This design comes from an exercise in tuning for small area and a short achievable clock period on the open sky130 flow, not from production work. In this exercise RTL edits were held to simulation tests only and were not proved equivalent to the original. Power is estimated from default activity; no workload was simulated.

### flow/config.mk
export PLATFORM = sky130hd
export DESIGN_NAME = motion_command_word_parser_core
export DESIGN_NICKNAME = motion_command_word_parser_core
export VERILOG_FILES = /design/flow/design.v
export SDC_FILE = /design/flow/constraint.sdc
export NUM_CORES = 4
export LEC_CHECK = 0
export ABC_AREA = 1
export ABC_CLOCK_PERIOD_IN_PS = 4500
export CAP_MARGIN = 20
export CORE_MARGIN = 2
export CORE_UTILIZATION = 40
export CTS_CLUSTER_DIAMETER = 120
export CTS_CLUSTER_SIZE = 30
export SETUP_SLACK_MARGIN = 5
export SLEW_MARGIN = 20
### flow/flow/abc_area.script
strash
dch
map -a
topo
buffer -c
upsize -c
dnsize -c
### flow/constraint.sdc
create_clock -name core_clock -period 10.0 [get_ports {aclk}]
set_input_delay 2.0000 -clock core_clock [delete_from_list [all_inputs] [get_ports {aclk}]]
set_output_delay 2.0000 -clock core_clock [all_outputs]
set_load 0.01 [all_outputs]
### flow/design.v
package mcwp_pkg;
    localparam logic [3:0] CODE_DOT   = 4'b1010;
    localparam logic [3:0] CODE_EMPTY = 4'b1100;
    localparam logic [2:0] STATUS_OK       = 3'd0;
    localparam logic [2:0] STATUS_CANCEL   = 3'd1;
    localparam logic [2:0] STATUS_BAD_CHAR = 3'd2;
    localparam logic [2:0] STATUS_BAD_NUM  = 3'd3;
    localparam logic [2:0] STATUS_LIMIT    = 3'd4;
    localparam logic [16:0] LIMIT_RESET = 17'd99999;
    function automatic logic gt17(input logic [16:0] a, input logic [16:0] b);
        logic c;
        c = 1'b0;
        for (int i = 0; i < 17; i++) begin
            c = (a[i] & ~b[i]) | ((a[i] | ~b[i]) & c);
        end
        gt17 = c;
    endfunction
endpackage
module mcwp_axis_shape (
    input  logic [23:0] codes,
    output logic        bad,
    output logic        empty
);
    logic [5:0] dot, emp, dig;
    always_comb begin
        for (int i = 0; i < 6; i++) begin
            dot[i] = codes[4*i+3] & codes[4*i+1];
            emp[i] = codes[4*i+3] & codes[4*i+2];
            dig[i] = !dot[i] && !emp[i];
        end
    end
    logic tail_ok, sh_a, sh_b, sh_c, sh_d;
    always_comb begin
        tail_ok = !dot[3] && !dot[4] && !dot[5];
        sh_a  = dot[0] && dig[1] && !dot[2] && tail_ok;    
        sh_b  = dig[0] && dot[1] && dig[2] && tail_ok;     
        sh_c  = dig[0] && dig[1] && dot[2] && tail_ok;     
        sh_d  = dig[0] && !dot[1] && emp[2];               
        empty = emp[0];
        bad   = !(sh_a || sh_b || sh_c || sh_d || empty);
    end
endmodule
module mcwp_axis_align (
    input  logic [23:0] codes,
    output logic [19:0] digits      
);
    logic [5:0] dot, emp;
    logic [3:0] dv [6];
    logic p0, p1, p2;
    always_comb begin
        for (int i = 0; i < 6; i++) begin
            dot[i] = codes[4*i+3] & codes[4*i+1];
            emp[i] = codes[4*i+3] & codes[4*i+2];
            dv[i]  = {codes[4*i+3] & !codes[4*i+2], codes[4*i+2] & !codes[4*i+3],
                      codes[4*i+1], codes[4*i]};
        end
        p0 = dot[0];
        p1 = dot[1] || emp[1];
        p2 = !p0 && !p1;
        digits[19:16] = p2 ? dv[0] : 4'd0;
        digits[15:12] = p2 ? dv[1] : p1 ? dv[0] : 4'd0;
        digits[11:8]  = p2 ? dv[3] : p1 ? dv[2] : dv[1];
        digits[7:4]   = p2 ? dv[4] : p1 ? dv[3] : dv[2];
        digits[3:0]   = p2 ? dv[5] : p1 ? dv[4] : dv[3];
    end
endmodule
module mcwp_axis_conv (
    input  logic [19:0] digits,
    input  logic [16:0] limit_n,    
    output logic [16:0] mils,
    output logic        over        
);
    logic [3:0] dT, dK, dH, dt, du;
    logic [16:0] r0, r1;
    assign dT = digits[19:16];
    assign dK = digits[15:12];
    assign dH = digits[11:8];
    assign dt = digits[7:4];
    assign du = digits[3:0];
    logic [16:0] p_dT;    
    assign p_dT[0] = 1'b0;
    assign p_dT[1] = 1'b0;
    assign p_dT[2] = 1'b0;
    assign p_dT[3] = 1'b0;
    assign p_dT[4] = (dT[0]);
    assign p_dT[5] = (dT[1]);
    assign p_dT[6] = (dT[2]);
    assign p_dT[7] = (dT[3]);
    assign p_dT[8] = (dT[0]);
    assign p_dT[9] = (!dT[1] && dT[0]) || (dT[1] && !dT[0]);
    assign p_dT[10] = (!dT[2] && dT[1]) || (!dT[2] && dT[0]) || (dT[2] && !dT[1] && !dT[0]);
    assign p_dT[11] = (dT[3]) || (dT[2] && !dT[0]) || (dT[1] && !dT[0]);
    assign p_dT[12] = (dT[3]) || (dT[2] && !dT[1] && !dT[0]) || (dT[1] && dT[0]);
    assign p_dT[13] = (!dT[3] && !dT[2] && dT[0]) || (dT[3] && !dT[0]) || (dT[2] && dT[1] && !dT[0]);
    assign p_dT[14] = (dT[3] && dT[0]) || (!dT[2] && dT[1]) || (dT[2] && !dT[1] && dT[0]) || (dT[1] && !dT[0]);
    assign p_dT[15] = (dT[2] && !dT[1]) || (dT[2] && !dT[0]);
    assign p_dT[16] = (dT[3]) || (dT[2] && dT[1] && dT[0]);
    logic [13:0] p_dK;    
    assign p_dK[0] = 1'b0;
    assign p_dK[1] = 1'b0;
    assign p_dK[2] = 1'b0;
    assign p_dK[3] = (dK[0]);
    assign p_dK[4] = (dK[1]);
    assign p_dK[5] = (!dK[2] && dK[0]) || (dK[2] && !dK[0]);
    assign p_dK[6] = (!dK[3] && !dK[2] && !dK[1] && dK[0]) || (dK[3] && !dK[0]) || (dK[2] && dK[1]) || (dK[1] && !dK[0]);
    assign p_dK[7] = (!dK[3] && !dK[2] && dK[0]) || (!dK[2] && dK[1]) || (dK[2] && !dK[1]);
    assign p_dK[8] = (dK[3]) || (dK[2]) || (dK[1]) || (dK[0]);
    assign p_dK[9] = (dK[3]) || (dK[2]) || (dK[1]) || (dK[0]);
    assign p_dK[10] = (dK[3] && !dK[0]) || (dK[2] && !dK[0]) || (dK[1] && !dK[0]);
    assign p_dK[11] = (dK[3] && !dK[0]) || (dK[2] && !dK[1] && !dK[0]) || (dK[1] && dK[0]);
    assign p_dK[12] = (dK[3] && !dK[0]) || (dK[2] && dK[1]) || (dK[2] && dK[0]);
    assign p_dK[13] = (dK[3] && dK[0]);
    logic [9:0] p_dH;    
    assign p_dH[0] = 1'b0;
    assign p_dH[1] = 1'b0;
    assign p_dH[2] = (dH[0]);
    assign p_dH[3] = (dH[1]);
    assign p_dH[4] = (dH[2]);
    assign p_dH[5] = (!dH[3] && dH[0]) || (dH[3] && !dH[0]);
    assign p_dH[6] = (!dH[3] && !dH[1] && dH[0]) || (dH[1] && !dH[0]);
    assign p_dH[7] = (dH[3] && dH[0]) || (!dH[2] && dH[1] && !dH[0]) || (dH[2] && !dH[1]) || (dH[2] && dH[0]);
    assign p_dH[8] = (dH[3]) || (!dH[2] && dH[1] && dH[0]) || (dH[2] && !dH[1]);
    assign p_dH[9] = (dH[3]) || (dH[2] && dH[1]);
    logic [6:0] p_dt;    
    assign p_dt[0] = 1'b0;
    assign p_dt[1] = (dt[0]);
    assign p_dt[2] = (dt[1]);
    assign p_dt[3] = (!dt[2] && dt[0]) || (dt[2] && !dt[0]);
    assign p_dt[4] = (dt[3]) || (!dt[2] && dt[1]) || (dt[2] && !dt[1] && dt[0]) || (dt[1] && !dt[0]);
    assign p_dt[5] = (dt[2] && !dt[1]) || (dt[2] && !dt[0]);
    assign p_dt[6] = (dt[3]) || (dt[2] && dt[1] && dt[0]);
    logic cs1;
    logic cs2;
    assign cs1 = p_dK[3] ^ p_dH[3];
    assign cs2 = p_dK[3] & p_dH[3];
    logic cs3;
    logic cs4;
    assign cs3 = p_dT[4] ^ p_dK[4] ^ p_dH[4];
    assign cs4 = (p_dT[4] & p_dK[4]) | (p_dT[4] & p_dH[4]) | (p_dK[4] & p_dH[4]);
    logic cs5;
    logic cs6;
    assign cs5 = p_dT[5] ^ p_dK[5] ^ p_dH[5];
    assign cs6 = (p_dT[5] & p_dK[5]) | (p_dT[5] & p_dH[5]) | (p_dK[5] & p_dH[5]);
    logic cs7;
    logic cs8;
    assign cs7 = p_dT[6] ^ p_dK[6] ^ p_dH[6];
    assign cs8 = (p_dT[6] & p_dK[6]) | (p_dT[6] & p_dH[6]) | (p_dK[6] & p_dH[6]);
    logic cs9;
    logic cs10;
    assign cs9 = p_dT[7] ^ p_dK[7];
    assign cs10 = p_dT[7] & p_dK[7];
    logic cs11;
    logic cs12;
    assign cs11 = p_dT[8] ^ p_dK[8];
    assign cs12 = p_dT[8] & p_dK[8];
    logic cs13;
    logic cs14;
    assign cs13 = p_dT[9] ^ p_dK[9];
    assign cs14 = p_dT[9] & p_dK[9];
    logic cs15;
    logic cs16;
    assign cs15 = p_dH[2] ^ p_dt[2];
    assign cs16 = p_dH[2] & p_dt[2];
    logic cs17;
    logic cs18;
    assign cs17 = cs1 ^ p_dt[3] ^ du[3];
    assign cs18 = (cs1 & p_dt[3]) | (cs1 & du[3]) | (p_dt[3] & du[3]);
    logic cs19;
    logic cs20;
    assign cs19 = cs2 ^ cs3 ^ p_dt[4];
    assign cs20 = (cs2 & cs3) | (cs2 & p_dt[4]) | (cs3 & p_dt[4]);
    logic cs21;
    logic cs22;
    assign cs21 = cs4 ^ cs5 ^ p_dt[5];
    assign cs22 = (cs4 & cs5) | (cs4 & p_dt[5]) | (cs5 & p_dt[5]);
    logic cs23;
    logic cs24;
    assign cs23 = cs6 ^ cs7 ^ p_dt[6];
    assign cs24 = (cs6 & cs7) | (cs6 & p_dt[6]) | (cs7 & p_dt[6]);
    logic cs25;
    logic cs26;
    assign cs25 = cs8 ^ cs9 ^ p_dH[7];
    assign cs26 = (cs8 & cs9) | (cs8 & p_dH[7]) | (cs9 & p_dH[7]);
    logic cs27;
    logic cs28;
    assign cs27 = cs10 ^ cs11 ^ p_dH[8];
    assign cs28 = (cs10 & cs11) | (cs10 & p_dH[8]) | (cs11 & p_dH[8]);
    logic cs29;
    logic cs30;
    assign cs29 = cs12 ^ cs13 ^ p_dH[9];
    assign cs30 = (cs12 & cs13) | (cs12 & p_dH[9]) | (cs13 & p_dH[9]);
    logic cs31;
    logic cs32;
    assign cs31 = cs14 ^ p_dT[10] ^ p_dK[10];
    assign cs32 = (cs14 & p_dT[10]) | (cs14 & p_dK[10]) | (p_dT[10] & p_dK[10]);
    logic cs33;
    logic cs34;
    assign cs33 = p_dT[11] ^ p_dK[11];
    assign cs34 = p_dT[11] & p_dK[11];
    logic cs35;
    logic cs36;
    assign cs35 = p_dT[12] ^ p_dK[12];
    assign cs36 = p_dT[12] & p_dK[12];
    logic cs37;
    logic cs38;
    assign cs37 = p_dT[13] ^ p_dK[13];
    assign cs38 = p_dT[13] & p_dK[13];
    assign r0 = {p_dT[16], p_dT[15], cs38, cs36, cs34, cs32, cs30, cs28, cs26, cs24, cs22, cs20, cs18, cs16, cs15, p_dt[1], du[0]};
    assign r1 = {1'b0, 1'b0, p_dT[14], cs37, cs35, cs33, cs31, cs29, cs27, cs25, cs23, cs21, cs19, cs17, du[2], du[1], 1'b0};
    assign mils = r0 + r1;
    logic [16:0] nl, cs_s, cs_c;
    logic [17:0] cy;
    assign nl   = limit_n;
    assign cs_s = r0 ^ r1 ^ nl;
    assign cs_c = (r0 & r1) | (r0 & nl) | (r1 & nl);
    always_comb begin
        cy[0] = 1'b0;
        cy[1] = 1'b0;
        for (int i = 1; i < 17; i++) begin
            cy[i+1] = (cs_s[i] & cs_c[i-1]) | ((cs_s[i] | cs_c[i-1]) & cy[i]);
        end
    end
    assign over = cy[17] | cs_c[16];
endmodule
module motion_command_word_parser_core (
    input  logic        aclk,
    input  logic        aresetn,
    input  logic        s_valid,
    output logic        s_ready,
    input  logic [7:0]  s_rx_byte,
    output logic        m_valid,
    input  logic        m_ready,
    output logic [2:0]  m_status,
    output logic [1:0]  m_error_axis,
    output logic [16:0] m_x_mils,
    output logic [16:0] m_y_mils,
    output logic [16:0] m_z_mils,
    input  logic        cfg_valid,
    output logic        cfg_ready,
    input  logic [2:0]  cfg_index,
    input  logic [16:0] cfg_data
);
    logic [2:0][16:0] limit_n;   
    logic [2:0][16:0] hold_reg;
    logic [71:0] st;           
    logic [2:0][16:0] val_n;     
    logic [1:0]  lw;           
    logic        sel_act;      
    logic [1:0]  sel_ax;       
    logic [2:0]  idx;          
    logic        discard;
    logic        mv;
    logic [2:0]  status_reg;
    logic [1:0]  axis_reg;
    logic [7:0] b;
    logic [7:0] bu;
    logic is_cr, is_etx, is_sp, is_letter, is_f, is_char, is_dot;
    logic [3:0] code;
    logic accept, act, finish, err_any, wr;
    assign b  = s_rx_byte;
    assign bu = b & 8'hDF;
    always_comb begin
        is_cr     = (b == 8'h0D);
        is_etx    = (b == 8'h03);
        is_sp     = (b == 8'h20);
        is_f      = (bu == 8'h46);
        is_letter = (bu == 8'h58) || (bu == 8'h59) || (bu == 8'h5A) || is_f;
        is_dot    = (b == 8'h2E);
        is_char   = ((b >= 8'h30) && (b <= 8'h39)) || is_dot;
        code      = is_dot ? mcwp_pkg::CODE_DOT : b[3:0];
    end
    assign s_ready   = !mv || m_ready;
    assign cfg_ready = 1'b1;
    assign accept    = s_valid && s_ready;
    assign act       = accept && !discard;
    assign finish    = act && is_cr;
    assign err_any   = act && (is_etx || (sel_act && !is_cr && !is_sp && !is_letter && !is_char));
    assign wr        = act && sel_act && is_char && !(idx[2] && idx[1]);
    logic       st_clr;
    logic [3:0] st_d;
    assign st_clr = !aresetn || (accept && is_cr);
    assign st_d   = st_clr ? mcwp_pkg::CODE_EMPTY : code;
    logic [16:0] cfg_limit_d, cfg_hold_d;
    logic [5:0]  cfg_en;
    always_comb begin
        cfg_limit_d = aresetn ? ~cfg_data : ~mcwp_pkg::LIMIT_RESET;
        cfg_hold_d  = aresetn ? cfg_data : 17'd0;
        for (int k = 0; k < 6; k++) begin
            cfg_en[k] = !aresetn || (cfg_valid && cfg_index == 3'(k));
        end
    end
    always_ff @(posedge aclk) begin
        for (int a = 0; a < 3; a++) begin
            if (cfg_en[a])     limit_n[a]   <= cfg_limit_d;
            if (cfg_en[a + 3]) hold_reg[a]  <= cfg_hold_d;
        end
    end
    logic [2:0]  bad, empty, over, fresh;
    logic [23:0] wr_cur, wr_new;
    logic [19:0] wr_digits;
    logic [19:0] conv_in;
    logic [16:0] conv_limit;
    logic [16:0] conv_mils;
    logic        conv_over;
    assign empty[0] = st[3]  & st[2];
    assign empty[1] = st[27] & st[26];
    assign empty[2] = st[51] & st[50];
    always_comb begin
        case (sel_ax)
            2'd0:    wr_cur = st[23:0];
            2'd1:    wr_cur = st[47:24];
            default: wr_cur = st[71:48];
        endcase
        for (int i = 0; i < 6; i++) begin
            wr_new[4*i +: 4] = (idx == 3'(i)) ? code : wr_cur[4*i +: 4];
        end
    end
    mcwp_axis_align u_align (.codes(wr_new), .digits(wr_digits));
    logic       wr_bad, wr_empty_unused;
    logic [2:0] bad_reg;
    mcwp_axis_shape u_shape (.codes(wr_new), .bad(wr_bad), .empty(wr_empty_unused));
    always_ff @(posedge aclk) begin
        for (int a = 0; a < 3; a++) begin
            if (st_clr) begin
                bad_reg[a] <= 1'b0;
            end else if (wr && sel_ax == 2'(a)) begin
                bad_reg[a] <= wr_bad;
            end
        end
    end
    assign bad = bad_reg;
    always_ff @(posedge aclk) begin
        conv_in <= wr_digits;
    end
    always_comb begin
        for (int a = 0; a < 3; a++) fresh[a] = (lw == 2'(a));
        case (lw)
            2'd0:    conv_limit = limit_n[0];
            2'd1:    conv_limit = limit_n[1];
            default: conv_limit = limit_n[2];
        endcase
    end
    mcwp_axis_conv u_conv (.digits(conv_in), .limit_n(conv_limit), .mils(conv_mils), .over(conv_over));
    logic [2:0] fin_status;
    logic [1:0] fin_axis;
    always_comb begin
        for (int a = 0; a < 3; a++) begin
            over[a] = !empty[a] && (fresh[a] ? conv_over : mcwp_pkg::gt17(~val_n[a], ~limit_n[a]));
        end
        if (|bad) begin
            fin_status = mcwp_pkg::STATUS_BAD_NUM;
            fin_axis   = bad[2] ? 2'd2 : bad[1] ? 2'd1 : 2'd0;
        end else if (|over) begin
            fin_status = mcwp_pkg::STATUS_LIMIT;
            fin_axis   = over[2] ? 2'd2 : over[1] ? 2'd1 : 2'd0;
        end else begin
            fin_status = mcwp_pkg::STATUS_OK;
            fin_axis   = 2'd0;
        end
    end
    always_ff @(posedge aclk) begin
        for (int a = 0; a < 3; a++) begin
            if (s_ready && is_cr && empty[a]) begin
                val_n[a] <= ~hold_reg[a];
            end else if (fresh[a]) begin
                val_n[a] <= ~conv_mils;
            end
        end
    end
    always_ff @(posedge aclk) begin
        if (!aresetn) begin
            lw <= 2'd3;
        end else begin
            lw <= wr ? sel_ax : 2'd3;
        end
    end
    always_ff @(posedge aclk) begin
        for (int a = 0; a < 3; a++) begin
            for (int i = 0; i < 6; i++) begin
                if (st_clr || (wr && sel_ax == 2'(a) && idx == 3'(i))) begin
                    st[a*24+i*4 +: 4] <= st_d;
                end
            end
        end
    end
    always_ff @(posedge aclk) begin
        if (!aresetn) begin
            sel_act <= 1'b0;
            discard <= 1'b0;
            mv      <= 1'b0;
        end else begin
            mv <= finish || err_any || (mv && !m_ready);
            if (accept) begin
                if (is_cr) begin
                    sel_act <= 1'b0;
                    discard <= 1'b0;
                end else if (!discard) begin
                    if (err_any) begin
                        discard <= 1'b1;
                    end else if (is_letter) begin
                        sel_act <= 1'b1;
                    end else if (sel_act && is_char && idx[2] && idx[1]) begin
                        sel_act <= 1'b0;
                    end
                end
            end
        end
    end
    always_ff @(posedge aclk) begin
        if (accept && is_letter) begin
            sel_ax <= {b[1] | is_f, b[0] | is_f};
            idx    <= 3'd0;
        end else if (wr) begin
            idx    <= idx + 3'd1;
        end
    end
    always_ff @(posedge aclk) begin
        if (s_ready) begin
            if (is_cr) begin
                status_reg <= fin_status;
                axis_reg   <= fin_axis;
            end else if (is_etx) begin
                status_reg <= mcwp_pkg::STATUS_CANCEL;
                axis_reg   <= 2'd0;
            end else begin
                status_reg <= mcwp_pkg::STATUS_BAD_CHAR;
                axis_reg   <= sel_ax;
            end
        end
    end
    logic res_bad;
    assign res_bad      = (status_reg != mcwp_pkg::STATUS_OK);
    assign m_valid      = mv;
    assign m_status     = status_reg;
    assign m_error_axis = axis_reg;
    assign m_x_mils     = ~(val_n[0] | {17{res_bad}});
    assign m_y_mils     = ~(val_n[1] | {17{res_bad}});
    assign m_z_mils     = ~(val_n[2] | {17{res_bad}});
endmodule
### flow/flow/run.sh
#!/bin/bash
# Layout flow: the standard flow, with
#  - synthesis by synth_recipe.tcl unchanged but with ABC mapping the logic
#    by flow/abc_area.script (flow/synth.tcl wraps the abc command);
#  - port buffers made from plain buffers instead of delay buffers;
#  - the resizer allowed to pick any drive strength (not only cells of the
#    same footprint), and a larger setup margin for timing repair.
# Each step's full output is in orfs/logs; make's own output is in
# make_finish.log here.
set -euo pipefail
W=$(pwd)
export MCWP_WORK=$W
export MCWP_ABC_SCRIPT=$W/flow/abc_area.script
bash standard.sh \
    SYNTH_SCRIPT=$W/flow/synth.tcl \
    "BUFFER_PORTS_ARGS=-buffer_cell sky130_fd_sc_hd__buf_1" \
    MATCH_CELL_FOOTPRINT=0 \
    SETUP_SLACK_MARGIN=5.6 \
    finish > make_finish.log 2>&1
### flow/standard.sh
#!/bin/bash
# synth_recipe.tcl (not shown) runs the flow's synth.tcl, then flattens the netlist and writes it again
# the make line also repeats each setting of config.mk as NAME=value (left out here)
make -C /OpenROAD-flow-scripts/flow DESIGN_CONFIG=/design/flow/config.mk WORK_HOME=/design/flow/orfs CLKGATE_MAP_FILE= SYNTH_SCRIPT=/design/flow/synth_recipe.tcl "${@:-finish}"
### flow/flow/synth.tcl
# The standard flow's synthesis script (synth_recipe.tcl in the work folder) run unchanged,
# except that ABC maps the logic with flow/abc_area.script (area-oriented
# mapping). Registers are not touched by ABC.
proc abc {args} {
  set i [lsearch -exact $args -script]
  if { $i >= 0 } {
    lset args [expr {$i + 1}] $::env(MCWP_ABC_SCRIPT)
  }
  yosys abc {*}$args
}
source $::env(MCWP_WORK)/synth_recipe.tcl
==> results of run 1 <==
repair_timing:
action / CTS / global route
resized for setup: 45 / 67
pin swaps: 22 / 30
buffers inserted: 10 / 11
gates cloned: 3 / 0
setup endpoints to repair: 114 / 79
logic make-up after synthesis:
family,Yosys count
buf+inv,221
simple gates,353
other cells,1
compound gates,317
xor+xnor,15
mux,15
flops,263
fa+ha+maj,62
worst register-to-register path: cells and delay by family, from the launching register on:
kind | cells | cell delay [ns]
compound gates | 12 | 1.47
fa+ha+maj | 3 | 1.64
buf+inv | 2 | 0.26
flops | 1 | 0.39
simple gates | 5 | 0.59
final cells by class:
cell class              instances  share of cell area
repair buffers                119              0.0387
clock buffers                  14              0.0222
flip-flops and latches        263               0.513
clock inverters                 1            0.000590
repair inverters                3             0.00152
inverters                     187              0.0498
multi-input cells             763               0.337
well taps                     442              0.0373
cell usage after synthesis, types with 4 or more instances:
master / count / share of area
sky130_fd_sc_hd__o22ai_1: 45 / 0.022
sky130_fd_sc_hd__a31oi_1: 9 / 0.0043
sky130_fd_sc_hd__nand3_1: 20 / 0.0077
sky130_fd_sc_hd__o21ai_0: 91 / 0.035
sky130_fd_sc_hd__fa_1: 26 / 0.040
sky130_fd_sc_hd__o21a_1: 10 / 0.0058
sky130_fd_sc_hd__xnor2_1: 6 / 0.0040
sky130_fd_sc_hd__o21ai_1: 18 / 0.0069
sky130_fd_sc_hd__o221ai_1: 16 / 0.011
sky130_fd_sc_hd__nor3_1: 7 / 0.0027
sky130_fd_sc_hd__mux2i_1: 15 / 0.012
sky130_fd_sc_hd__dfxtp_1: 31 / 0.048
sky130_fd_sc_hd__a211oi_1: 5 / 0.0029
sky130_fd_sc_hd__o21bai_1: 5 / 0.0029
sky130_fd_sc_hd__ha_1: 34 / 0.033
sky130_fd_sc_hd__nand2_1: 141 / 0.041
sky130_fd_sc_hd__inv_1: 181 / 0.052
sky130_fd_sc_hd__or2_2: 5 / 0.0024
sky130_fd_sc_hd__edfxtp_1: 232 / 0.53
sky130_fd_sc_hd__a21oi_1: 61 / 0.023
sky130_fd_sc_hd__nor2_1: 166 / 0.048
sky130_fd_sc_hd__a22oi_1: 29 / 0.017
sky130_fd_sc_hd__xor2_1: 9 / 0.0060
sky130_fd_sc_hd__a221oi_1: 8 / 0.0054
sky130_fd_sc_hd__a221oi_2: 4 / 0.0046
sky130_fd_sc_hd__nor4_1: 4 / 0.0019
sky130_fd_sc_hd__clkbuf_1: 32 / 0.0092
where the power goes:
group / leakage (nW) / internal (mW) / total [mW] / switching [mW]
Sequential: 2.49 / 1.39 / 1.44 / 0.0491
Combinational: 3.13 / 0.589 / 1.45 / 0.857
Clock: 0.166 / 0.239 / 0.576 / 0.337
stage by stage:
| stage | area [µm²] | utilization |
|---|---|---|
| 6_report | 14800 | 0.459 |
| 4_1_cts | 14500 | 0.448 |
| 3_5_place_dp | 13900 | 0.431 |
| 2_1_floorplan | 13000 | - |
| 3_3_place_gp | 13900 | 0.431 |
| 5_1_grt | 14800 | 0.459 |
layer usage:
metal  track usage  vias up
li1              -     4559
met1         0.291     4755
met2         0.341      372
met3        0.0275       50
met4        0.0557        0
met5             0        -
final timing paths:
path	cells after the start	slack, ns	from	end
worst max-delay path	22	5.43	conv_in[13]	axis_reg[0]
worst min-delay path	2	0.49	discard	discard
worst max register to register	22	5.43	conv_in[13]	axis_reg[0]
worst min register to register	2	0.49	discard	discard
layout by cell type, fill, tap and decap left out, drive strengths merged, types with 2 or more instances in the layout:
cell type | Yosys | layout
ha | 34 | 34
xnor2 | 6 | 6
or3 | 3 | 3
clkinv | 3 | 2
a221oi | 12 | 12
dfxtp | 31 | 31
o21a | 10 | 10
a22o | 2 | 2
a21oi | 61 | 61
nor3 | 7 | 7
clkinvlp | 0 | 9
o21bai | 5 | 5
o211ai | 4 | 4
fa | 26 | 26
a211oi | 5 | 5
o221ai | 16 | 16
edfxtp | 232 | 232
mux2i | 15 | 15
o21ai | 110 | 110
o31ai | 3 | 3
inv | 184 | 180
nor2 | 167 | 167
a22oi | 29 | 29
maj3 | 2 | 2
or2 | 6 | 6
xor2 | 9 | 9
o22ai | 45 | 45
nand2 | 141 | 141
clkbuf | 32 | 14
nand3 | 21 | 21
nor4 | 4 | 4
buf | 2 | 119
nand4 | 3 | 3
a31oi | 9 | 9
a21o | 2 | 2
==> run notes, run 1 <==
# TYPE chip_impl_metric gauge
chip_impl_metric{name="report.final.setup_viol",unit=""} 0
chip_impl_info{name="hold_class",value="flop to flop"} 1
chip_impl_metric{name="detail_route.iter0.violations",unit=""} 944
chip_impl_metric{name="yosys_register_bits",unit=""} 263
chip_impl_info{name="critPathKind",value="flop to flop"} 1
chip_impl_metric{name="floorplan.die_area",unit="mm²"} 0.0341
chip_impl_metric{name="synthesis.instances",unit=""} 1247
chip_impl_metric{name="data_arrival_time_at_the_worst_slack_endpoint",unit="ns"} 4.83
chip_impl_metric{name="hold_slack",unit="ns"} 0.487
chip_impl_metric{name="synthesis.area",unit="mm²"} 0.0130
chip_impl_metric{name="wire_per_inst",unit="µm"} 20.1
chip_impl_metric{name="vias_per_cell",unit=""} 5.43
chip_impl_metric{name="yosys.area_share.simple",unit=""} 0.108
chip_impl_metric{name="core.rowCount",unit=""} 66
chip_impl_metric{name="via_count",unit=""} 9736
chip_impl_metric{name="seq_area",unit="mm²"} 0.00761
chip_impl_metric{name="worst_slack",unit="ns"} 5.43
chip_impl_metric{name="core-area",unit="mm²"} 0.0323
chip_impl_metric{name="ys_types",unit=""} 50
chip_impl_metric{name="timing.slew.headroom",unit=""} 0.195
chip_impl_metric{name="ant_nets",unit=""} 0
chip_impl_metric{name="largest_register_ffs",unit=""} 72
chip_impl_metric{name="timing.critical_path.required",unit="ns"} 10.26
chip_impl_metric{name="asyncSetResetFlopFracSynth",unit=""} 0
chip_impl_metric{name="compound_cell_area_share_of_the_yosys_netlist",unit=""} 0.150
chip_impl_metric{name="n_fill_cell",unit=""} 3040
chip_impl_info{name="top_register",value="st"} 1
chip_impl_metric{name="grt_max_degree",unit=""} 52
chip_impl_metric{name="yosysSeqAreaShare",unit=""} 0.582
chip_impl_metric{name="drive_gt1_frac",unit=""} 0.108
chip_impl_metric{name="number_of_buffers_created_by_cts",unit=""} 12
chip_impl_metric{name="cp_slowest_stage_delay",unit="ns"} 0.61
chip_impl_info{name="tritoncts",value="done"} 1
chip_impl_info{name="path_common_cell",value="sky130_fd_sc_hd__fa_1"} 1
chip_impl_metric{name="cts_num_sinks",unit=""} 263
chip_impl_metric{name="globalRouteTotalUtil",unit=""} 0.208
chip_impl_info{name="outcome",value="timing/DRC/antenna clean"} 1
chip_impl_metric{name="path_max_fanout",unit=""} 4
chip_impl_metric{name="power_per_cell_area",unit="mW/mm²"} 233
chip_impl_metric{name="cts.hold.buffers_added",unit=""} 0
chip_impl_metric{name="first_pass_drt_iterations",unit=""} 5
chip_impl_info{name="cp-start-kind",value="flop"} 1
chip_impl_metric{name="clock.fmax",unit="MHz"} 219
chip_impl_metric{name="cts_buffer_depth",unit=""} 3
chip_impl_metric{name="via_count_of_the_first_global_routing_pass",unit=""} 9214
chip_impl_metric{name="multi_input_area",unit="mm²"} 0.00500
chip_impl_metric{name="antenna_cells",unit=""} 0
chip_impl_metric{name="place.gp.congestion",unit=""} 0.922
chip_impl_metric{name="final_cells",unit=""} 1792
chip_impl_metric{name="die_height",unit="µm"} 185
chip_impl_metric{name="synth_xor_xnor_area_share",unit=""} 0.0101
chip_impl_metric{name="met2_wirelength",unit="µm"} 16900
chip_impl_metric{name="fin_clk_skew",unit="ns"} 0.0304
chip_impl_metric{name="power.static_leakage",unit="nW"} 5.79
chip_impl_metric{name="finalHoldViolCount",unit=""} 0
chip_impl_metric{name="design.portCount",unit=""} 92
chip_impl_metric{name="dieWidth",unit="µm"} 185
chip_impl_metric{name="met3_wirelength",unit="µm"} 2530
chip_impl_metric{name="nets",unit=""} 1442
chip_impl_metric{name="fraction_of_synthesized_area_in_multiplexers",unit=""} 0.0115
chip_impl_metric{name="route.detailed.drc",unit=""} 0
chip_impl_metric{name="critical_path.n_buffers_inverters",unit=""} 2
chip_impl_metric{name="placement.io_buffers",unit=""} 90
chip_impl_info{name="crit_path_cell_trace",value="inv_6 -> nor2_4 -> nor4_4 -> fa_1 -> fa_1 -> fa_1 -> o22ai_2 -> o21ai_2 -> a21oi_2 -> o22ai_1 -> a21oi_1 -> o22ai_1 -> a21oi_1 -> a221oi_2 -> nor2_1 -> a211oi_2 -> buf_4 -> nand2_2 -> nand3_2 -> a31oi_1 -> a22oi_2 -> o21ai_2"} 1
chip_impl_metric{name="postSynthAreaPerCell",unit="µm²"} 10.5
chip_impl_metric{name="cts-htree-levels",unit=""} 1
chip_impl_metric{name="grt_antenna_before_repair",unit=""} 0
chip_impl_metric{name="irDropWorstVdd",unit="mV"} 0.142
chip_impl_info{name="cts_root_buf",value="sky130_fd_sc_hd__clkbuf_16"} 1
chip_impl_metric{name="grt_first_pass_wirelength",unit="µm"} 53300
chip_impl_metric{name="max_slew.worst_pin.slew",unit="ns"} 1.21
chip_impl_metric{name="design_power_total",unit="mW"} 3.46
chip_impl_metric{name="initial_core_util",unit=""} 0.404
chip_impl_metric{name="synth_to_layout_area_growth",unit="%"} 13.7
chip_impl_metric{name="fin_crit_sh",unit=""} 0.457
chip_impl_info{name="critical_path.top_delay_family",value="adder cells"} 1
chip_impl_metric{name="worst_skew_pair.late_latency",unit="ns"} 0.52
chip_impl_metric{name="met1_length",unit="µm"} 15800
chip_impl_metric{name="synth-edff-count",unit=""} 232
chip_impl_metric{name="yosys.area_share.adder",unit=""} 0.0742
chip_impl_metric{name="cap_viol_max_count",unit=""} 0
chip_impl_info{name="rsz_0062_raised_after_global_routing",value="true"} 1
chip_impl_metric{name="detailed_place_hpwl",unit="µm"} 25500
chip_impl_info{name="synth_flop_cell",value="sky130_fd_sc_hd__edfxtp_1"} 1
chip_impl_metric{name="preCtsSetupSlack",unit="ns"} 4.84
chip_impl_metric{name="final.min_clock_period",unit="ns"} 4.57
chip_impl_info{name="uppermost_layer_routed",value="met4"} 1
chip_impl_metric{name="setup-tns-final",unit="ns"} 0
chip_impl_info{name="worst_setup_path_end_kind",value="flop"} 1
chip_impl_metric{name="timing_max_transition_violations_final",unit=""} 0
chip_impl_info{name="largest_family_of_logic_cells_by_synthesized_area",value="compound AO/OA/AOI/OAI gates"} 1
chip_impl_metric{name="post-place-cells",unit=""} 1753
chip_impl_metric{name="net_count_of_the_mapped_netlist",unit=""} 1340
chip_impl_metric{name="grt_overflow_total",unit=""} 0
chip_impl_info{name="worst_path_max_delay_cell",value="sky130_fd_sc_hd__fa_1"} 1
chip_impl_metric{name="synth-warning-count",unit=""} 5
chip_impl_metric{name="routed_wl",unit="µm"} 36000
chip_impl_metric{name="cts.reportedPaths.clkPinSlew",unit="ns"} 0.11
==> run 2, diff against run 1 <==
==> flow/flow/abc_area.script (replaced) <==
strash
dch
map -a
amap
topo
buffer -c
upsize -c
dnsize -c
==> run 2 against run 1 <==
  * Worst setup slack got worse by 0.34 ns
  * Register-to-register slack worse by 0.34 ns
  * First-iteration DRC count grew 26%
  * Combinational power rose by 36%
  * Largest power group unchanged
  * Highest routed layer is now met5
==> run notes, run 2 <==
# TYPE chip_impl_metric gauge
chip_impl_info{name="outcome",value="timing/DRC/antenna clean"} 1
chip_impl_metric{name="synth_to_layout_area_growth",unit="%"} 17.7
chip_impl_metric{name="vias_per_cell",unit=""} 5.72
chip_impl_metric{name="number_of_buffers_created_by_cts",unit=""} 12
chip_impl_info{name="final_cell_mix",value="sky130_fd_sc_hd__edfxtp_1, sky130_fd_sc_hd__inv_1, sky130_fd_sc_hd__nor2_1"} 1
chip_impl_metric{name="grt_max_degree",unit=""} 52
chip_impl_info{name="largest_area_contributor_in_the_netlist",value="sky130_fd_sc_hd__edfxtp_1"} 1
chip_impl_metric{name="floorplan.die_area",unit="mm²"} 0.0337
chip_impl_info{name="synth_area_leaders",value="sky130_fd_sc_hd__edfxtp_1, sky130_fd_sc_hd__inv_1, sky130_fd_sc_hd__dfxtp_1"} 1
chip_impl_info{name="top_register",value="st"} 1
chip_impl_metric{name="net_count_of_the_mapped_netlist",unit=""} 1259
chip_impl_metric{name="grt_first_pass_wirelength",unit="µm"} 55000
chip_impl_metric{name="clock.fmax",unit="MHz"} 204
chip_impl_metric{name="hold_slack",unit="ns"} 0.504
chip_impl_metric{name="grt.met3_usage",unit=""} 0.0301
chip_impl_metric{name="cp_slowest_stage_delay",unit="ns"} 0.53
chip_impl_metric{name="final.min_clock_period",unit="ns"} 4.91
chip_impl_metric{name="finalHoldViolCount",unit=""} 0
chip_impl_metric{name="setup-tns-final",unit="ns"} 0
chip_impl_metric{name="report.final.setup_viol",unit=""} 0
chip_impl_metric{name="wire_per_inst",unit="µm"} 21.2
chip_impl_metric{name="power.combinational.fraction",unit=""} 0.497
chip_impl_info{name="yosys.cell_count.top_type",value="sky130_fd_sc_hd__edfxtp_1"} 1
chip_impl_info{name="global_route.peak_usage_layer",value="met2"} 1
chip_impl_metric{name="fin_clk_skew",unit="ns"} 0.0350
chip_impl_info{name="worst_path_max_delay_cell",value="sky130_fd_sc_hd__fa_1"} 1
chip_impl_metric{name="postSynthAreaPerCell",unit="µm²"} 11.1
chip_impl_metric{name="irDropWorstVdd",unit="mV"} 0.197
chip_impl_metric{name="power.share.switching",unit=""} 0.351
chip_impl_metric{name="max_slew.worst_pin.slew",unit="ns"} 1.07
chip_impl_metric{name="n_fill_cell",unit=""} 2841
chip_impl_metric{name="antenna_cells",unit=""} 0
chip_impl_metric{name="synthesis.area",unit="mm²"} 0.0129
chip_impl_info{name="path_common_cell",value="sky130_fd_sc_hd__nor2_2"} 1
chip_impl_metric{name="critical_path.n_buffers_inverters",unit=""} 8
chip_impl_metric{name="place.gp.congestion",unit=""} 0.887
chip_impl_info{name="cp-start-kind",value="flop"} 1
chip_impl_metric{name="via_count_of_the_first_global_routing_pass",unit=""} 9478
chip_impl_info{name="rsz_0062_raised_after_global_routing",value="true"} 1
chip_impl_metric{name="detailed_place_hpwl",unit="µm"} 26200
chip_impl_metric{name="intPower",unit="mW"} 2.58
chip_impl_metric{name="synth-warning-count",unit=""} 5
chip_impl_metric{name="via_count",unit=""} 9772
chip_impl_metric{name="path_max_fanout",unit=""} 4
chip_impl_metric{name="worst_skew_pair.late_latency",unit="ns"} 0.50
chip_impl_info{name="critPathKind",value="flop to flop"} 1
chip_impl_metric{name="drive_gt1_frac",unit=""} 0.167
chip_impl_metric{name="timing.critical_path.required",unit="ns"} 10.24
chip_impl_metric{name="use_met1",unit=""} 0.298
chip_impl_metric{name="largest_register_ffs",unit=""} 72
chip_impl_info{name="synth_flop_cell",value="sky130_fd_sc_hd__edfxtp_1"} 1
chip_impl_metric{name="timing.slew.headroom",unit=""} 0.282
chip_impl_info{name="critical_path.top_delay_family",value="adder cells"} 1
chip_impl_metric{name="asyncSetResetFlopFracSynth",unit=""} 0
chip_impl_metric{name="cts-htree-levels",unit=""} 1
chip_impl_metric{name="die_height",unit="µm"} 184
chip_impl_metric{name="first_pass_drt_iterations",unit=""} 8
chip_impl_metric{name="placement.io_buffers",unit=""} 90
chip_impl_metric{name="post-route-util",unit=""} 0.479
chip_impl_metric{name="dieWidth",unit="µm"} 184
chip_impl_metric{name="pwr-share-seq",unit=""} 0.357
chip_impl_metric{name="cts_num_sinks",unit=""} 263
chip_impl_metric{name="timing_max_transition_violations_final",unit=""} 0
chip_impl_metric{name="synth_top_area_frac",unit=""} 0.541
chip_impl_info{name="commonest_cells_in_the_synthesized_netlist",value="sky130_fd_sc_hd__edfxtp_1, sky130_fd_sc_hd__inv_1, sky130_fd_sc_hd__nor2_1"} 1
chip_impl_metric{name="global_route.usage.met2",unit=""} 0.353
chip_impl_info{name="tritoncts",value="done"} 1
chip_impl_metric{name="ys_types",unit=""} 55
chip_impl_metric{name="ant_nets",unit=""} 0
chip_impl_metric{name="data_arrival_time_at_the_worst_slack_endpoint",unit="ns"} 5.15
chip_impl_metric{name="route.detailed.drc",unit=""} 0
chip_impl_metric{name="seq_area",unit="mm²"} 0.00761
chip_impl_metric{name="cts_buffer_depth",unit=""} 3
chip_impl_metric{name="clock_power_share",unit=""} 0.146
chip_impl_metric{name="yosysSeqAreaShare",unit=""} 0.589
chip_impl_metric{name="core.rowCount",unit=""} 65
chip_impl_metric{name="nets",unit=""} 1394
chip_impl_metric{name="detail_route.iter0.violations",unit=""} 1192
chip_impl_metric{name="power.static_leakage",unit="nW"} 5.77
chip_impl_metric{name="synthesis.instances",unit=""} 1166
chip_impl_metric{name="globalRouteTotalUtil",unit=""} 0.213
chip_impl_metric{name="multi_input_area",unit="mm²"} 0.00503
chip_impl_metric{name="cts.reportedPaths.clkPinSlew",unit="ns"} 0.11
chip_impl_metric{name="routed_wl",unit="µm"} 36300
chip_impl_metric{name="design.portCount",unit=""} 92
chip_impl_metric{name="synth-edff-count",unit=""} 232
chip_impl_metric{name="yosys_register_bits",unit=""} 263
chip_impl_metric{name="grt_antenna_before_repair",unit=""} 2
chip_impl_metric{name="grt_overflow_total",unit=""} 0
chip_impl_info{name="cts_root_buf",value="sky130_fd_sc_hd__clkbuf_16"} 1
chip_impl_info{name="worst_setup_path_end_kind",value="flop"} 1
chip_impl_metric{name="initial_core_util",unit=""} 0.407
chip_impl_info{name="commonest_non_fill_non_tap_cell_in_the_layout",value="sky130_fd_sc_hd__edfxtp_1"} 1
chip_impl_metric{name="cap_viol_max_count",unit=""} 0
chip_impl_metric{name="fin_crit_sh",unit=""} 0.491
chip_impl_info{name="hold_class",value="flop to flop"} 1
chip_impl_metric{name="net-switching-power",unit="mW"} 1.39
chip_impl_metric{name="core-area",unit="mm²"} 0.0316
chip_impl_metric{name="power_per_cell_area",unit="mW/mm²"} 262
-- run 2: cell count changes after synthesis, moves of 11 or more --
cell	previous run	this run
sky130_fd_sc_hd__nor2_1	166	149
sky130_fd_sc_hd__o21ai_1	18	4
sky130_fd_sc_hd__mux2i_1	15	0
sky130_fd_sc_hd__a222oi_1	0	20
sky130_fd_sc_hd__o22ai_1	45	65
sky130_fd_sc_hd__o221a_2	0	19
sky130_fd_sc_hd__nand2_1	141	84
sky130_fd_sc_hd__a21oi_1	61	31
sky130_fd_sc_hd__nor2b_1	0	13
sky130_fd_sc_hd__nand3_1	20	9
-- run 2: kinds of logic after synthesis --
group	Yosys count	synth area share
AOI/OAI and AO/OA	333	0.178
other	1	0.000291
adders and majority gates	60	0.0734
and+or+nand+nor	287	0.0939
buffers and inverters	222	0.0658
DFF	263	0.589
-- run 2: layout make-up --
type / count / share of cell area
clock inverters: 1 / 0.000577
well taps: 402 / 0.0332
inverters: 189 / 0.0487
multi-input cells: 681 / 0.332
repair buffers: 154 / 0.0610
flip-flops and latches: 263 / 0.502
clock buffers: 19 / 0.0229
-- run 2: through the flow --
stage                     power [mW]  setup slack [ns]  cell area [µm²]  std cells
after floorplan                 2.36              5.54            13000       1166
after global placement          2.68              4.17            13800       1632
after detailed placement        2.69              4.06            13800       1632
after CTS                       3.66              5.27            14800       1701
after global routing            4.22              4.86            15200       1709
final                           3.97              5.09            15200       1709
-- run 2: worst min-delay path, cell delays in order, from the launching register on --
cell and delay (ns):
sky130_fd_sc_hd__dfxtp_1 0.34, sky130_fd_sc_hd__nor2_1 0.05, sky130_fd_sc_hd__nor2_1 0.09
-- run 2: per-layer routing --
metal  wire length [µm]  share of wire
met4                933          0.026
met3               2890          0.080
met2              17100           0.47
met1              15300           0.42
met5                 27        0.00074
-- run 2: worst paths after layout --
kind | startpoint | to | slack, ns | depth (start not counted)
max | conv_in[12] | val_n[33] | 5.09 | 29
min | discard | discard | 0.50 | 2
max reg2reg | conv_in[12] | val_n[33] | 5.09 | 29
min reg2reg | discard | discard | 0.50 | 2
-- run 2: power groups by stage --
stage	Clock, mW	Combinational, mW	Sequential, mW
global placement	0	1.24	1.44
detailed placement	0	1.25	1.44
global route	0.627	2.17	1.43
finish	0.581	1.97	1.42
CTS	0.588	1.66	1.42
floorplan	0	0.937	1.42
-- run 2: what timing repair did --
| action | 4_1_cts | 5_1_grt |
|---|---|---|
| hold buffers | 0 | 0 |
| pin swaps | 32 | 36 |
| endpoints found under the setup margin | 195 | 119 |
| resized for setup | 65 | 93 |
| setup buffers | 49 | 8 |
==> run 3, diff against run 2 <==
==> flow/flow/abc_area.script (replaced) <==
strash
&get -n
&st
&dch
&nf -R 20
&put
topo
stime -c
buffer -c
upsize -c
dnsize -c
==> run 3 against run 2 <==
  * Clock skew fell by 0.014 ns
  * Maximum frequency rose by 5.9%
  * First-iteration DRC count fell by 28%
  * Non-clock buffer count fell by 40
  * Area after synthesis rose by 0.64%
  * Final cell count fell by 3.3%
  * Sequential power barely moved
  * Critical path depth fell by 6
  * Clock power fell by 2%
  * Largest power group is now sequential cells
==> run notes, run 3 <==
# TYPE chip_impl_metric gauge
chip_impl_info{name="outcome",value="timing/DRC/antenna clean"} 1
chip_impl_metric{name="synth-edff-count",unit=""} 232
chip_impl_metric{name="synthesis.instances",unit=""} 1160
chip_impl_metric{name="ant_nets",unit=""} 0
chip_impl_info{name="hold_class",value="flop to flop"} 1
chip_impl_metric{name="power.combinational.fraction",unit=""} 0.394
chip_impl_info{name="critical_path.top_delay_family",value="compound AO/OA/AOI/OAI gates"} 1
chip_impl_metric{name="path_max_fanout",unit=""} 3
chip_impl_metric{name="compound_cell_area_share_of_the_yosys_netlist",unit=""} 0.148
chip_impl_metric{name="largest_register_ffs",unit=""} 72
chip_impl_metric{name="power_per_cell_area",unit="mW/mm²"} 226
chip_impl_info{name="cts_root_buf",value="sky130_fd_sc_hd__clkbuf_16"} 1
chip_impl_metric{name="drive_gt1_frac",unit=""} 0.106
chip_impl_metric{name="via_count",unit=""} 9164
chip_impl_metric{name="floorplan.die_area",unit="mm²"} 0.0339
chip_impl_info{name="synth_area_leaders",value="sky130_fd_sc_hd__edfxtp_1, sky130_fd_sc_hd__dfxtp_1, sky130_fd_sc_hd__nor2_1"} 1
chip_impl_info{name="worst_setup_path_end_kind",value="flop"} 1
chip_impl_metric{name="intPower",unit="mW"} 2.16
chip_impl_metric{name="report.final.setup_viol",unit=""} 0
chip_impl_metric{name="first_pass_drt_iterations",unit=""} 7
chip_impl_metric{name="worst_skew_pair.late_latency",unit="ns"} 0.50
chip_impl_metric{name="core-area",unit="mm²"} 0.0317
chip_impl_metric{name="detail_route.iter0.violations",unit=""} 854
chip_impl_metric{name="placement.io_buffers",unit=""} 90
chip_impl_info{name="final_cell_mix",value="sky130_fd_sc_hd__edfxtp_1, sky130_fd_sc_hd__nor2_1, sky130_fd_sc_hd__inv_1"} 1
chip_impl_metric{name="timing.critical_path.required",unit="ns"} 10.35
chip_impl_metric{name="yosys_register_bits",unit=""} 263
chip_impl_metric{name="core.rowCount",unit=""} 65
chip_impl_metric{name="grt_first_pass_wirelength",unit="µm"} 52500
chip_impl_metric{name="wire_per_inst",unit="µm"} 21.1
chip_impl_info{name="rsz_0062_raised_after_global_routing",value="true"} 1
chip_impl_metric{name="cts-htree-levels",unit=""} 1
chip_impl_info{name="tritoncts",value="done"} 1
chip_impl_metric{name="design_power_total",unit="mW"} 3.29
chip_impl_metric{name="timing.slew.headroom",unit=""} 0.254
chip_impl_metric{name="setup-tns-final",unit="ns"} 0
chip_impl_info{name="top_register",value="st"} 1
chip_impl_info{name="largest_area_contributor_in_the_netlist",value="sky130_fd_sc_hd__edfxtp_1"} 1
chip_impl_metric{name="finalHoldViolCount",unit=""} 0
chip_impl_metric{name="power.share.switching",unit=""} 0.343
chip_impl_metric{name="nets",unit=""} 1340
chip_impl_metric{name="postSynthAreaPerCell",unit="µm²"} 11.2
chip_impl_metric{name="grt_antenna_before_repair",unit=""} 0
chip_impl_info{name="commonest_cells_in_the_synthesized_netlist",value="sky130_fd_sc_hd__edfxtp_1, sky130_fd_sc_hd__nor2_1, sky130_fd_sc_hd__inv_1"} 1
chip_impl_metric{name="synth-warning-count",unit=""} 5
chip_impl_metric{name="routed_wl",unit="µm"} 34900
chip_impl_metric{name="hold_slack",unit="ns"} 0.511
chip_impl_metric{name="grt_overflow_total",unit=""} 0
chip_impl_metric{name="net-switching-power",unit="mW"} 1.13
chip_impl_metric{name="postPlaceCellArea",unit="mm²"} 0.0138
chip_impl_metric{name="final_cell_area",unit="mm²"} 0.0145
chip_impl_info{name="synth_flop_cell",value="sky130_fd_sc_hd__edfxtp_1"} 1
chip_impl_info{name="crit_path_cell_trace",value="buf_6 -> ha_1 -> inv_1 -> fa_1 -> inv_2 -> fa_1 -> a22oi_2 -> o21ai_1 -> o221ai_1 -> a22oi_1 -> o21ai_1 -> a21oi_1 -> o22ai_1 -> a21oi_1 -> a221o_1 -> o21ai_2 -> a21oi_2 -> a221oi_2 -> o21a_1 -> mux2i_1 -> nand2_1 -> or4b_1 -> a31oi_1"} 1
chip_impl_metric{name="irDropWorstVdd",unit="mV"} 0.186
chip_impl_metric{name="fraction_of_synthesized_area_in_multiplexers",unit=""} 0.0108
chip_impl_metric{name="yosys.area_share.simple",unit=""} 0.115
chip_impl_metric{name="pwr-share-seq",unit=""} 0.433
chip_impl_metric{name="cts.reportedPaths.clkPinSlew",unit="ns"} 0.11
chip_impl_metric{name="place.gp.congestion",unit=""} 0.911
chip_impl_metric{name="design.portCount",unit=""} 92
chip_impl_metric{name="detailed_place_hpwl",unit="µm"} 25100
chip_impl_info{name="worst_path_max_delay_cell",value="sky130_fd_sc_hd__fa_1"} 1
chip_impl_metric{name="n_fill_cell",unit=""} 2937
chip_impl_metric{name="grt_max_degree",unit=""} 52
chip_impl_metric{name="yosysSeqAreaShare",unit=""} 0.585
chip_impl_metric{name="number_of_buffers_created_by_cts",unit=""} 12
chip_impl_metric{name="fin_crit_sh",unit=""} 0.464
chip_impl_metric{name="asyncSetResetFlopFracSynth",unit=""} 0
chip_impl_metric{name="cts.hold.buffers_added",unit=""} 0
chip_impl_metric{name="net_count_of_the_mapped_netlist",unit=""} 1253
chip_impl_metric{name="antenna_cells",unit=""} 0
chip_impl_info{name="largest_family_of_logic_cells_by_synthesized_area",value="compound AO/OA/AOI/OAI gates"} 1
chip_impl_metric{name="cp_slowest_stage_delay",unit="ns"} 0.53
chip_impl_metric{name="ys_types",unit=""} 60
chip_impl_metric{name="data_arrival_time_at_the_worst_slack_endpoint",unit="ns"} 4.99
chip_impl_metric{name="synth_top_area_frac",unit=""} 0.537
chip_impl_metric{name="synth_to_layout_area_growth",unit="%"} 12.0
chip_impl_metric{name="cts_buffer_depth",unit=""} 3
chip_impl_metric{name="cts_num_sinks",unit=""} 263
chip_impl_metric{name="final_cells",unit=""} 1653
chip_impl_info{name="critPathKind",value="flop to flop"} 1
chip_impl_metric{name="final.min_clock_period",unit="ns"} 4.64
chip_impl_info{name="commonest_non_fill_non_tap_cell_in_the_layout",value="sky130_fd_sc_hd__edfxtp_1"} 1
chip_impl_metric{name="route.detailed.drc",unit=""} 0
chip_impl_metric{name="vias_per_cell",unit=""} 5.54
chip_impl_metric{name="globalRouteTotalUtil",unit=""} 0.206
chip_impl_metric{name="initial_core_util",unit=""} 0.409
chip_impl_metric{name="synthesis.area",unit="mm²"} 0.0130
chip_impl_info{name="cp-start-kind",value="flop"} 1
chip_impl_metric{name="critical_path.n_buffers_inverters",unit=""} 3
chip_impl_metric{name="die_height",unit="µm"} 184
chip_impl_metric{name="synth_xor_xnor_area_share",unit=""} 0.0108
chip_impl_metric{name="post-place-cells",unit=""} 1623
chip_impl_metric{name="cap_viol_max_count",unit=""} 0
chip_impl_metric{name="yosys.area_share.adder",unit=""} 0.0874
chip_impl_metric{name="fin_clk_skew",unit="ns"} 0.0206
chip_impl_metric{name="timing_max_transition_violations_final",unit=""} 0
chip_impl_metric{name="max_slew.worst_pin.slew",unit="ns"} 1.12
chip_impl_info{name="yosys.cell_count.top_type",value="sky130_fd_sc_hd__edfxtp_1"} 1
chip_impl_metric{name="clock.fmax",unit="MHz"} 216
chip_impl_metric{name="clock_power_share",unit=""} 0.173
chip_impl_metric{name="power.static_leakage",unit="nW"} 5.31
chip_impl_metric{name="dieWidth",unit="µm"} 184
chip_impl_metric{name="via_count_of_the_first_global_routing_pass",unit=""} 8914
## run 3: cell types whose count changed after synthesis, moves of 13 or more
cell | previous run | this run
sky130_fd_sc_hd__nand2b_1 | 1 | 19
sky130_fd_sc_hd__mux2i_1 | 0 | 14
sky130_fd_sc_hd__nor2b_1 | 13 | 27
sky130_fd_sc_hd__o21ai_0 | 94 | 72
sky130_fd_sc_hd__a21oi_1 | 31 | 99
sky130_fd_sc_hd__xnor2_1 | 0 | 13
sky130_fd_sc_hd__o221a_2 | 19 | 0
sky130_fd_sc_hd__inv_1 | 177 | 105
sky130_fd_sc_hd__and2_1 | 3 | 18
sky130_fd_sc_hd__o22ai_1 | 65 | 46
## run 3: cells by family after synthesis
logic type,Yosys count
mux,14
xor+xnor,16
flops,263
other cells,1
compound gates,309
buf+inv,147
fa+ha+maj,78
simple gates,332
## run 3: area by class of cell
cell class                 instances  area (µm²)  share of cell area
multi-input combinational        750        5140               0.353
clock buffer                      17         340              0.0234
tap                              402         503              0.0346
sequential                       263        7610               0.524
clock inverter                     1        8.76            0.000603
inverter                         106         398              0.0274
timing repair buffer             114         536              0.0368
## run 3: per-layer routing
layer | share of wire | wire length, µm | track usage
met1 | 0.45 | 15500 | 0.292
met2 | 0.48 | 16700 | 0.342
met3 | 0.055 | 1930 | 0.0214
met4 | 0.021 | 735 | 0.0496
met5 | 0 | 0 | 0
## run 3: path summary, 6_finish.rpt
path                                  start           to  slack (ns)  depth (start not counted)
worst max-delay path            conv_in[12]  axis_reg[0]        5.36                         23
worst min-delay path                discard      discard        0.51                          1
worst max register to register  conv_in[12]  axis_reg[0]        5.36                         23
worst min register to register      discard      discard        0.51                          1
## run 3: per-stage QoR
| stage | setup WS, ns | utilization |
|---|---|---|
| 4_1_cts | 5.28 | 0.453 |
| 5_1_grt | 5.08 | 0.458 |
| 2_1_floorplan | 5.49 | - |
| 6_report | 5.36 | 0.458 |
| 3_3_place_gp | 4.82 | 0.435 |
| 3_5_place_dp | 4.61 | 0.435 |
## run 3: timing repair
action | in CTS | in global routing
buffers inserted | 7 | 4
gates resized for setup | 66 | 38
pin swaps | 32 | 20
setup endpoints to repair | 93 | 108
endpoints found under the hold margin | 0 | 0
## run 3: worst register-to-register path, cell delays in order (launching register included)
cell and delay, ns:
sky130_fd_sc_hd__dfxtp_4 0.38, sky130_fd_sc_hd__buf_6 0.13, sky130_fd_sc_hd__ha_1 0.26, sky130_fd_sc_hd__inv_1 0.05
sky130_fd_sc_hd__fa_1 0.53, sky130_fd_sc_hd__inv_2 0.06, sky130_fd_sc_hd__fa_1 0.52, sky130_fd_sc_hd__a22oi_2 0.17
sky130_fd_sc_hd__o21ai_1 0.10, sky130_fd_sc_hd__o221ai_1 0.09, sky130_fd_sc_hd__a22oi_1 0.09, sky130_fd_sc_hd__o21ai_1 0.16
sky130_fd_sc_hd__a21oi_1 0.08, sky130_fd_sc_hd__o22ai_1 0.12, sky130_fd_sc_hd__a21oi_1 0.08, sky130_fd_sc_hd__a221o_1 0.27
sky130_fd_sc_hd__o21ai_2 0.07, sky130_fd_sc_hd__a21oi_2 0.07, sky130_fd_sc_hd__a221oi_2 0.16, sky130_fd_sc_hd__o21a_1 0.24
sky130_fd_sc_hd__mux2i_1 0.11, sky130_fd_sc_hd__nand2_1 0.12, sky130_fd_sc_hd__or4b_1 0.46, sky130_fd_sc_hd__a31oi_1 0.17
## run 3: power groups by stage
stage                     combinational (mW)  sequential (mW)  clock [mW]
after detailed placement                1.15             1.45           0
after CTS                               1.21             1.42       0.581
after global routing                    1.47             1.43       0.618
after global placement                  1.14             1.45           0
after floorplan                        0.879             1.43           0
final                                   1.30             1.43       0.570
==> run 4, diff against run 3 <==
==> flow/flow/abc_area.script (replaced) <==
strash
&get -n
&st
&dch
&nf -R 10
&st
&syn2
&dch
&nf -R 10
&put
topo
stime -c
buffer -c
upsize -c
dnsize -c
==> run 4 against run 3 <==
  * Still clean
  * Design area rose by 1.6%
  * Count of clock-buffer cells in the layout stayed put
  * Synthesized cell count is 1.8% higher
  * Worst setup slack lost 0.034 ns
  * Area after synthesis is 1.8% higher
  * Wire length fell by 5.3%
  * Clock power hardly changed
  * Die area up 1.8%
  * Final cell count up 3.3%
  * Critical endpoint is now status_reg[2]
==> run notes, run 4 <==
# TYPE chip_impl_metric gauge
chip_impl_info{name="top_register",value="st"} 1
chip_impl_info{name="cts_root_buf",value="sky130_fd_sc_hd__clkbuf_16"} 1
chip_impl_metric{name="n_fill_cell",unit=""} 3087
chip_impl_info{name="timing.rr.end",value="status_reg[2]"} 1
chip_impl_metric{name="place.gp.congestion",unit=""} 0.911
chip_impl_metric{name="design.portCount",unit=""} 92
chip_impl_metric{name="yosysSeqAreaShare",unit=""} 0.574
chip_impl_metric{name="asyncSetResetFlopFracSynth",unit=""} 0
chip_impl_info{name="largest_family_of_logic_cells_by_synthesized_area",value="compound AO/OA/AOI/OAI gates"} 1
chip_impl_metric{name="final.min_clock_period",unit="ns"} 4.67
chip_impl_info{name="cp-start-kind",value="flop"} 1
chip_impl_metric{name="floorplan.die_area",unit="mm²"} 0.0345
chip_impl_info{name="tritoncts",value="done"} 1
chip_impl_info{name="critPathKind",value="flop to flop"} 1
chip_impl_info{name="commonest_non_fill_non_tap_cell_in_the_layout",value="sky130_fd_sc_hd__edfxtp_1"} 1
chip_impl_metric{name="core-area",unit="mm²"} 0.0325
chip_impl_metric{name="number_of_buffers_created_by_cts",unit=""} 12
chip_impl_metric{name="drive_gt1_frac",unit=""} 0.0987
chip_impl_metric{name="setup-tns-final",unit="ns"} 0
chip_impl_metric{name="fin_clk_skew",unit="ns"} 0.0194
chip_impl_info{name="rsz_0062_raised_after_global_routing",value="true"} 1
chip_impl_info{name="hold_class",value="flop to flop"} 1
chip_impl_metric{name="timing_max_transition_violations_final",unit=""} 0
chip_impl_metric{name="via_count",unit=""} 9230
chip_impl_metric{name="fraction_of_synthesized_area_in_multiplexers",unit=""} 0.0395
chip_impl_info{name="largest_area_contributor_in_the_netlist",value="sky130_fd_sc_hd__edfxtp_1"} 1
chip_impl_info{name="outcome",value="timing/DRC/antenna clean"} 1
chip_impl_metric{name="grt_first_pass_wirelength",unit="µm"} 49900
chip_impl_metric{name="cts-htree-levels",unit=""} 1
chip_impl_metric{name="timing.slew.headroom",unit=""} 0.277
chip_impl_metric{name="antenna_cells",unit=""} 0
chip_impl_metric{name="synth_to_layout_area_growth",unit="%"} 11.8
chip_impl_metric{name="synth-warning-count",unit=""} 5
chip_impl_metric{name="via_count_of_the_first_global_routing_pass",unit=""} 8782
chip_impl_metric{name="max_slew.worst_pin.slew",unit="ns"} 1.09
chip_impl_metric{name="ant_nets",unit=""} 0
chip_impl_info{name="worstSetupEndpoint",value="status_reg[2]"} 1
chip_impl_metric{name="timing.critical_path.required",unit="ns"} 10.25
chip_impl_metric{name="placement.io_buffers",unit=""} 90
chip_impl_metric{name="power_per_cell_area",unit="mW/mm²"} 324
chip_impl_metric{name="route.detailed.drc",unit=""} 0
chip_impl_metric{name="irDropWorstVdd",unit="mV"} 0.247
chip_impl_metric{name="detailed_place_hpwl",unit="µm"} 24000
chip_impl_metric{name="cts.reportedPaths.clkPinSlew",unit="ns"} 0.11
chip_impl_metric{name="path_max_fanout",unit=""} 5
chip_impl_metric{name="detail_route.iter0.violations",unit=""} 617
chip_impl_metric{name="ys_types",unit=""} 65
chip_impl_metric{name="first_pass_drt_iterations",unit=""} 5
chip_impl_metric{name="net_count_of_the_mapped_netlist",unit=""} 1274
[run 4: per-stage QoR]
stage	setup slack (ns)	area, µm²	instances	hold WS, ns
3_3_place_gp	4.33	14000	1674	0.525
3_5_place_dp	4.18	14000	1674	0.526
2_1_floorplan	5.62	13200	1181	0.481
4_1_cts	5.25	14500	1701	0.543
5_1_grt	5.04	14800	1708	0.552
6_report	5.33	14800	1708	0.542
[run 4: how the worst min path moves through the flow]
stage / startpoint / end / slack (ns) / cells after the start
final: hold_reg[2] / val_n[2] / 0.54 / 1
after global routing: hold_reg[42] / val_n[42] / 0.55 / 1
after CTS: hold_reg[21] / val_n[21] / 0.54 / 1
after detailed placement: hold_reg[21] / val_n[21] / 0.53 / 1
after global placement: hold_reg[20] / val_n[20] / 0.52 / 1
after floorplan: discard / discard / 0.48 / 1
[run 4: kinds of logic after synthesis]
family	count (synthesis)
and+or+nand+nor	320
AOI/OAI and AO/OA	312
DFF	263
buffers and inverters	151
adders and majority gates	66
muxes	52
xor gates and xnor gates	16
other	1
[run 4: layout make-up]
class                      instances  area (µm²)  area share
clock inverter                     1        8.76    0.000593
clock buffer                      17         340      0.0230
inverter                         105         400      0.0271
timing repair buffer             113         528      0.0358
tap                              442         553      0.0375
multi-input combinational        767        5320       0.360
sequential                       263        7610       0.516
[run 4: critical path, cell delays in order (launching register included)]
cell                        delay [ns]
sky130_fd_sc_hd__dfxtp_4          0.40
sky130_fd_sc_hd__inv_4            0.04
sky130_fd_sc_hd__ha_4             0.21
sky130_fd_sc_hd__fa_1             0.54
sky130_fd_sc_hd__inv_2            0.04
sky130_fd_sc_hd__fa_1             0.51
sky130_fd_sc_hd__inv_1            0.06
sky130_fd_sc_hd__fa_1             0.53
sky130_fd_sc_hd__a221oi_2         0.08
sky130_fd_sc_hd__o21ai_1          0.18
sky130_fd_sc_hd__o21ai_1          0.10
sky130_fd_sc_hd__a222oi_1         0.29
sky130_fd_sc_hd__o21ai_1          0.11
sky130_fd_sc_hd__a222oi_1         0.34
sky130_fd_sc_hd__a2bb2oi_1        0.19
sky130_fd_sc_hd__o21ai_1          0.10
sky130_fd_sc_hd__a21o_1           0.19
sky130_fd_sc_hd__o221a_1          0.29
sky130_fd_sc_hd__a21oi_2          0.16
sky130_fd_sc_hd__a21oi_2          0.07
[run 4: metal layers]
| layer | part of all wire | GRT usage |
|---|---|---|
| met5 | 0 | 0 |
| met4 | 0.016 | 0.0387 |
| met3 | 0.055 | 0.0239 |
| met2 | 0.47 | 0.319 |
| met1 | 0.45 | 0.266 |
[run 4: where the power goes]
part	switching, mW	total (mW)	internal, mW
sequential	0.0720	1.59	1.52
clock	0.328	0.571	0.243
combinational	1.50	2.62	1.12
[run 4: repair_timing]
| item | in CTS | in global routing |
|---|---|---|
| buffers inserted | 9 | 5 |
| hold buffers | 0 | 0 |
| resized for setup | 47 | 49 |
| setup endpoints to repair | 149 | 151 |
| pin swaps | 12 | 28 |

port drivers added, routing unchanged:
No port has a modelled driver above. Below, the same layouts with a new extraction and two added sets of constraints. Step 1 assumes that a clkbuf_16 drives the clock port and a buf_2 every other input. Step 2, shift: input delay + t, output delay - t, t = (earliest + latest rising clock arrival at the registers) / 2. This alone moves slack from input paths to output paths. Three values: ideal, step 1, step 2; two values: the first two.
run	t, ns	setup WS [ns]	pins driven straight from the clock port
run 1	0.550	5.431 / 5.431 / 5.052	1
run 2	0.534	5.090 / 5.090 / 5.090	1
run 3	0.540	5.362 / 5.361 / 5.360	1
run 4	0.536	5.327 / 5.327 / 5.255	1
After both steps every run listed still meets setup and hold. For run 1, which loses most, drivers alone change the setup slack by 0.000 ns; drivers and shift together by -0.379 ns.
